Background: an optimization exercise with open tools, aiming at small area, a short achievable clock period and few clock cycles per item. Do not read the settings as production practice. At most, simulation tests tie the RTL to the original design; equivalence was not proved. No activity file was given, so power comes from the tool's default toggle rates.

04-12:
==> flow/design.v <==
`default_nettype none
package rsrg_pkg;
    localparam int KEY_W       = 32;
    localparam int HSIZE_W     = 6;
    localparam int MAX_ENTRIES = 32;
    localparam int HSIZE_RESET = 32;
    typedef struct packed {
        logic                    op;
        logic signed [KEY_W-1:0] value;
    } t_in_item;
    typedef struct packed {
        logic signed [KEY_W-1:0] value_res;
        logic                    run_start;
        logic                    last;
    } t_out_item;
    typedef struct packed {
        logic             mark;
        logic [KEY_W-1:0] key;
    } t_entry;
    localparam logic OP_DATA  = 1'b0;
    localparam logic OP_FLUSH = 1'b1;
    typedef enum logic [3:0] {
        S_IDLE,
        S_RM_RD0,
        S_RM_RDL,
        S_RM_LAST,
        S_RM_CHK,
        S_RM_RC1,
        S_RM_RC2,
        S_RM_PLACE,
        S_IN_START,
        S_IN_CHK,
        S_IN_CMP,
        S_IN_PLACE
    } t_state;
    function automatic logic entry_before(t_entry a, t_entry b, logic cur);
        logic ca;
        logic cb;
        ca = (a.mark != cur);
        cb = (b.mark != cur);
        if (ca != cb) begin
            entry_before = !ca;
        end else begin
            entry_before = $signed(a.key) < $signed(b.key);
        end
    endfunction
    function automatic logic key_lt(logic [KEY_W-1:0] a, logic [KEY_W-1:0] b);
        logic [KEY_W-1:0] na;
        logic [KEY_W-1:0] bb;
        logic             x;
        na = ~{~a[KEY_W-1], a[KEY_W-2:0]};
        bb = {~b[KEY_W-1], b[KEY_W-2:0]};
        x  = bb[0] & na[0];
        for (int i = 1; i < KEY_W; i++) begin
            x = (bb[i] & na[i]) | (bb[i] & x) | (na[i] & x);
        end
        key_lt = x;
    endfunction
endpackage
`default_nettype wire
`default_nettype none
`default_nettype wire
`default_nettype none
`default_nettype wire
`default_nettype none
module replacement_selection_run_generator_unit
#(
    parameter int MAX_N = rsrg_pkg::MAX_ENTRIES
) (
    input  wire logic               i_clk,
    input  wire logic               i_rst_n,
    input  wire logic               i_in_valid,
    output logic                    o_in_ready,
    input  wire rsrg_pkg::t_in_item           i_in_item,
    output logic                    o_out_valid,
    input  wire logic               i_out_ready,
    output rsrg_pkg::t_out_item               o_out_item,
    input  wire logic               i_cfg_we,
    input  wire logic [rsrg_pkg::HSIZE_W-1:0] i_cfg_data
);
    localparam int N  = 32;
    localparam int KW = rsrg_pkg::KEY_W;
    logic          r_pv;
    logic          r_pop;
    logic [KW-1:0] r_pkey;
    logic [5:0]    r_peff;     
    logic          r_qv;
    logic          r_qop;
    logic [KW-1:0] r_qkey;
    logic          r_qfull;    
    logic [N-1:0]  r_d;        
    logic [N-1:0]  r_v;
    logic [N-1:0]  r_m;
    logic [KW-1:0] r_k [0:N-1];
    logic          r_cur;
    logic          r_any;
    logic [5:0]    r_cnt;
    logic [rsrg_pkg::HSIZE_W-1:0] r_hs;
    logic          r_rdy;
    logic          r_proc, r_shift, r_pmove;
    logic          r_o0v, r_o1v;
    logic [KW+1:0] r_o0, r_o1;
    logic          key_q, fl_q, space;
    logic          do_ins, do_pins, do_rot, proc;
    logic          fl_empty, fl_shift, fl_emit, fl_done;
    logic          shift_all, consume, push, take, p_move;
    logic [KW+1:0] push_data;
    logic [5:0]    n_cnt;
    logic [5:0]    eff;
    assign key_q = r_qv && !r_qop;
    assign fl_q  = r_qv && r_qop;
    assign space = !r_o1v;
    assign do_ins   = key_q && !r_qfull && !r_v[0];
    assign do_pins  = key_q && r_qfull && r_v[0] && space;
    assign do_rot   = key_q && (r_qfull ? !r_v[0] : r_v[0]);
    assign proc     = do_ins || do_pins;
    assign fl_empty = fl_q && (r_cnt == 6'd0);
    assign fl_shift = fl_q && (r_cnt != 6'd0) && (!r_v[0] || space);
    assign fl_emit  = fl_shift && r_v[0];
    assign fl_done  = fl_empty || (fl_emit && (r_cnt == 6'd1));
    assign shift_all = do_rot || fl_shift;
    assign consume   = do_ins || do_pins || fl_done;
    assign push      = do_pins || fl_emit;
    assign push_data = {r_k[0], (!r_any || (r_m[0] != r_cur)), (fl_emit && (r_cnt == 6'd1))};
    assign p_move     = r_pv && (!r_qv || consume);
    assign o_in_ready = r_rdy;
    assign take       = i_in_valid && r_rdy;
    always_comb begin
        n_cnt = r_cnt;
        if (do_ins) n_cnt = r_cnt + 6'd1;
        if (fl_emit) n_cnt = r_cnt - 6'd1;
    end
    always_comb begin
        if (r_hs == '0) eff = 6'd1;
        else if (r_hs > 6'd32) eff = 6'd32;
        else eff = r_hs;
    end
    logic [N-1:0] cls;     
    logic [N-1:0] lt;      
    logic         cur_n;   
    logic         cls_n;   
    logic         mark_n;
    assign cur_n  = r_qfull ? r_m[0] : r_cur;
    assign cls_n  = r_qfull && r_d[0];
    assign mark_n = cur_n ^ cls_n;
    always_comb begin
        lt[0] = 1'b1;
        cls   = r_m ^ {N{cur_n}};
        for (int j = 1; j < N; j++) begin
            if (!r_v[j]) lt[j] = !r_qfull;
            else if (cls_n) lt[j] = !cls[j] || !r_d[j];
            else lt[j] = !cls[j] && !r_d[j];
        end
    end
    logic [N-1:0] sel_nb, sel_new, sel_hold;
    always_comb begin
        for (int i = 0; i < N - 1; i++) begin
            sel_nb[i]  = r_shift || (r_proc && lt[i + 1]);
            sel_new[i] = r_proc && lt[i] && !lt[i + 1];
        end
        sel_nb[N-1]  = r_shift;
        sel_new[N-1] = r_proc && lt[N-1];
        sel_hold     = ~(sel_nb | sel_new);
    end
    always_ff @(posedge i_clk) begin
        for (int i = 0; i < N; i++) begin
            r_k[i] <= ({KW{sel_hold[i]}} & r_k[i])
                    | ({KW{sel_nb[i]}}   & r_k[(i + 1) % N])
                    | ({KW{sel_new[i]}}  & r_qkey);
            r_m[i] <= (sel_hold[i] & r_m[i])
                    | (sel_nb[i]   & r_m[(i + 1) % N])
                    | (sel_new[i]  & mark_n);
        end
    end
    always_ff @(posedge i_clk) begin
        if (!i_rst_n) begin
            r_v <= '0;
        end else begin
            for (int i = 0; i < N; i++) begin
                if (sel_nb[i]) begin
                    r_v[i] <= (i == N - 1) ? (r_v[0] && !fl_q) : r_v[(i + 1) % N];
                end else if (sel_new[i]) begin
                    r_v[i] <= 1'b1;
                end
            end
        end
    end
    logic [N-1:0] c;       
    logic         cy;      
    logic [N-1:0] d_next;
    always_comb begin
        for (int j = 0; j < N; j++) begin
            c[j] = rsrg_pkg::key_lt(r_pkey, r_k[j]);
        end
        cy = rsrg_pkg::key_lt(r_pkey, r_qkey);
        for (int j = 0; j < N; j++) begin
            d_next[j] = (sel_hold[j] & c[j]) | (sel_nb[j] & c[(j + 1) % N]) | (sel_new[j] & cy);
        end
    end
    logic n_pv, n_qv, n_qop, n_qfull, n_v0, n_o1v, n_consume;
    assign n_pv    = take || (r_pv && !p_move);
    assign n_qv    = p_move || (r_qv && !consume);
    assign n_qop   = p_move ? r_pop : r_qop;
    assign n_qfull = p_move ? (n_cnt >= r_peff) : r_qfull;
    always_comb begin
        if (do_ins) n_v0 = (r_cnt == 6'd31);
        else if (do_pins) n_v0 = 1'b1;
        else if (shift_all) n_v0 = r_v[1];
        else n_v0 = r_v[0];
    end
    assign n_o1v = r_o1v ? !i_out_ready : (r_o0v && !i_out_ready && push);
    logic n_proc, n_shift, n_pmove;
    assign n_proc  = n_qv && !n_qop && (n_qfull ? (n_v0 && !n_o1v) : !n_v0);
    assign n_shift = n_qv && (n_qop ? ((n_cnt != 6'd0) && (!n_v0 || !n_o1v))
                                    : (n_qfull ? !n_v0 : n_v0));
    assign n_pmove = n_pv && (!n_qv || n_consume);
    assign n_consume = n_qop
        ? ((n_cnt == 6'd0) || ((n_cnt == 6'd1) && n_v0 && !n_o1v))
        : (n_qfull ? (n_v0 && !n_o1v) : !n_v0);
    always_ff @(posedge i_clk) begin
        if (!i_rst_n) begin
            r_pv  <= 1'b0;
            r_qv  <= 1'b0;
            r_cur <= 1'b0;
            r_any <= 1'b0;
            r_cnt <= '0;
            r_hs  <= rsrg_pkg::HSIZE_RESET[rsrg_pkg::HSIZE_W-1:0];
            r_rdy <= 1'b1;
            r_proc  <= 1'b0;
            r_shift <= 1'b0;
            r_pmove <= 1'b0;
            r_o0v <= 1'b0;
            r_o1v <= 1'b0;
        end else begin
            r_cnt <= n_cnt;
            r_rdy <= !n_pv || !n_qv || n_consume;
            r_proc  <= n_proc;
            r_shift <= n_shift;
            r_pmove <= n_pmove;
            if (push) begin
                r_cur <= r_m[0];
                r_any <= 1'b1;
            end
            if (fl_done) begin
                r_cur <= 1'b0;
                r_any <= 1'b0;
            end
            r_pv <= n_pv;
            r_qv <= n_qv;
            if (i_cfg_we) begin
                r_hs <= i_cfg_data;
            end
            r_o1v <= n_o1v;
            if (!r_o1v && r_o0v && i_out_ready && !push) r_o0v <= 1'b0;
            if (!r_o0v && push) r_o0v <= 1'b1;
        end
    end
    always_ff @(posedge i_clk) begin
        if (take) begin
            r_pop  <= i_in_item.op;
            r_pkey <= i_in_item.value;
            r_peff <= eff;
        end
        if (r_pmove) begin
            r_qop   <= r_pop;
            r_qkey  <= r_pkey;
            r_qfull <= (n_cnt >= r_peff);
            r_d     <= d_next;
        end else if (r_shift) begin
            r_d <= {r_d[0], r_d[N-1:1]};
        end
        if (r_o1v) begin
            if (i_out_ready) r_o0 <= r_o1;
        end else if (r_o0v) begin
            if (i_out_ready && push) r_o0 <= push_data;
            if (!i_out_ready && push) r_o1 <= push_data;
        end else begin
            if (push) r_o0 <= push_data;
        end
    end
    assign o_out_valid = r_o0v;
    assign o_out_item  = r_o0;
endmodule
`default_nettype wire
clock: 10.0 ns
lec_check: 0
cap_margin: 20
core_margin: 2
core_utilization: 40
setup_slack_margin: 5
slew_margin: 20
run.sh (not shown) runs the stock make flow with config.mk's settings and CLKGATE_MAP_FILE= SYNTH_SCRIPT=/design/flow/synth_recipe.tcl, a recipe that flattens the netlist after the stock synthesis.
Testbench counts of 04-12, summed over its fixed seeds: cycles 11,736, items 11,216.
Here is what was changed in the inputs of 05-07 compared with 04-12.
--- a/flow/design.v
+++ b/flow/design.v
@@ -42,22 +42,10 @@
             entry_before = !ca;
         end else begin
             entry_before = $signed(a.key) < $signed(b.key);
         end
     endfunction
-    function automatic logic key_lt(logic [KEY_W-1:0] a, logic [KEY_W-1:0] b);
-        logic [KEY_W-1:0] na;
-        logic [KEY_W-1:0] bb;
-        logic             x;
-        na = ~{~a[KEY_W-1], a[KEY_W-2:0]};
-        bb = {~b[KEY_W-1], b[KEY_W-2:0]};
-        x  = bb[0] & na[0];
-        for (int i = 1; i < KEY_W; i++) begin
-            x = (bb[i] & na[i]) | (bb[i] & x) | (na[i] & x);
-        end
-        key_lt = x;
-    endfunction
 endpackage
 `default_nettype wire
 `default_nettype none
 `default_nettype wire
 `default_nettype none
@@ -95,11 +83,10 @@
     logic          r_cur;
     logic          r_any;
     logic [5:0]    r_cnt;
     logic [rsrg_pkg::HSIZE_W-1:0] r_hs;
     logic          r_rdy;
-    logic          r_proc, r_shift, r_pmove;
     logic          r_o0v, r_o1v;
     logic [KW+1:0] r_o0, r_o1;
     logic          key_q, fl_q, space;
     logic          do_ins, do_pins, do_rot, proc;
     logic          fl_empty, fl_shift, fl_emit, fl_done;
@@ -153,15 +140,15 @@
         end
     end
     logic [N-1:0] sel_nb, sel_new, sel_hold;
     always_comb begin
         for (int i = 0; i < N - 1; i++) begin
-            sel_nb[i]  = r_shift || (r_proc && lt[i + 1]);
-            sel_new[i] = r_proc && lt[i] && !lt[i + 1];
-        end
-        sel_nb[N-1]  = r_shift;
-        sel_new[N-1] = r_proc && lt[N-1];
+            sel_nb[i]  = shift_all || (proc && lt[i + 1]);
+            sel_new[i] = proc && lt[i] && !lt[i + 1];
+        end
+        sel_nb[N-1]  = shift_all;
+        sel_new[N-1] = proc && lt[N-1];
         sel_hold     = ~(sel_nb | sel_new);
     end
     always_ff @(posedge i_clk) begin
         for (int i = 0; i < N; i++) begin
             r_k[i] <= ({KW{sel_hold[i]}} & r_k[i])
@@ -188,13 +175,13 @@
     logic [N-1:0] c;       
     logic         cy;      
     logic [N-1:0] d_next;
     always_comb begin
         for (int j = 0; j < N; j++) begin
-            c[j] = rsrg_pkg::key_lt(r_pkey, r_k[j]);
-        end
-        cy = rsrg_pkg::key_lt(r_pkey, r_qkey);
+            c[j] = $signed(r_pkey) < $signed(r_k[j]);
+        end
+        cy = $signed(r_pkey) < $signed(r_qkey);
         for (int j = 0; j < N; j++) begin
             d_next[j] = (sel_hold[j] & c[j]) | (sel_nb[j] & c[(j + 1) % N]) | (sel_new[j] & cy);
         end
     end
     logic n_pv, n_qv, n_qop, n_qfull, n_v0, n_o1v, n_consume;
@@ -207,15 +194,10 @@
         else if (do_pins) n_v0 = 1'b1;
         else if (shift_all) n_v0 = r_v[1];
         else n_v0 = r_v[0];
     end
     assign n_o1v = r_o1v ? !i_out_ready : (r_o0v && !i_out_ready && push);
-    logic n_proc, n_shift, n_pmove;
-    assign n_proc  = n_qv && !n_qop && (n_qfull ? (n_v0 && !n_o1v) : !n_v0);
-    assign n_shift = n_qv && (n_qop ? ((n_cnt != 6'd0) && (!n_v0 || !n_o1v))
-                                    : (n_qfull ? !n_v0 : n_v0));
-    assign n_pmove = n_pv && (!n_qv || n_consume);
     assign n_consume = n_qop
         ? ((n_cnt == 6'd0) || ((n_cnt == 6'd1) && n_v0 && !n_o1v))
         : (n_qfull ? (n_v0 && !n_o1v) : !n_v0);
     always_ff @(posedge i_clk) begin
         if (!i_rst_n) begin
@@ -224,21 +206,15 @@
             r_cur <= 1'b0;
             r_any <= 1'b0;
             r_cnt <= '0;
             r_hs  <= rsrg_pkg::HSIZE_RESET[rsrg_pkg::HSIZE_W-1:0];
             r_rdy <= 1'b1;
-            r_proc  <= 1'b0;
-            r_shift <= 1'b0;
-            r_pmove <= 1'b0;
             r_o0v <= 1'b0;
             r_o1v <= 1'b0;
         end else begin
             r_cnt <= n_cnt;
             r_rdy <= !n_pv || !n_qv || n_consume;
-            r_proc  <= n_proc;
-            r_shift <= n_shift;
-            r_pmove <= n_pmove;
             if (push) begin
                 r_cur <= r_m[0];
                 r_any <= 1'b1;
             end
             if (fl_done) begin
@@ -259,16 +235,16 @@
         if (take) begin
             r_pop  <= i_in_item.op;
             r_pkey <= i_in_item.value;
             r_peff <= eff;
         end
-        if (r_pmove) begin
+        if (p_move) begin
             r_qop   <= r_pop;
             r_qkey  <= r_pkey;
             r_qfull <= (n_cnt >= r_peff);
             r_d     <= d_next;
-        end else if (r_shift) begin
+        end else if (shift_all) begin
             r_d <= {r_d[0], r_d[N-1:1]};
         end
         if (r_o1v) begin
             if (i_out_ready) r_o0 <= r_o1;
         end else if (r_o0v) begin
## What came out
- 05-07 ends up with lower relative contribution of sequential cells to total power than 04-12 does.
- [compare] base=04-12 new=05-07: cell count up about 10%; routed wire length fell by about 4.4%; number of flops mapped to enable cells by yosys went down.
- Comparing 04-12 and 05-07, total non-filler cell area in the finished layout is lower on 04-12.
- Total iterations of the first detailed-routing run: 05-07 vs 04-12 down 1
The RTL of 05-07 was laid out without a check of its function.

## afterwards: timing with drivers on the ports
The flow's constraints put no driver on any port. The routed layouts listed below were extracted and timed again, unchanged, in two steps. Step 1 (the two cells are an assumption about what drives the block):
set clk [get_ports {i_clk}]
set_driving_cell -lib_cell sky130_fd_sc_hd__clkbuf_16 $clk
set_driving_cell -lib_cell sky130_fd_sc_hd__buf_2 [delete_from_list [all_inputs] $clk]
Step 2 also shifts input and output timing later by t, the mid clock arrival at the registers, as if the neighbouring blocks saw the same clock. a / b / c = ideal ports / drivers / drivers and shift; a / b = the first two.
| run | t, ns | slack for setup (ns) | worst hold slack (ns) | worst setup path after step 2 | worst slew at a driven data input, ns |
|---|---|---|---|---|---|
| 04-12 | 0.887 | 4.971 / 4.971 / 4.971 | 0.448 / 0.448 / 0.448 | register to register | 0.05 |
| 05-07 | 0.895 | 5.640 / 5.640 / 5.640 | 0.440 / 0.440 / 0.440 | register to register | 0.12 |
After both steps every run listed still meets setup and hold.
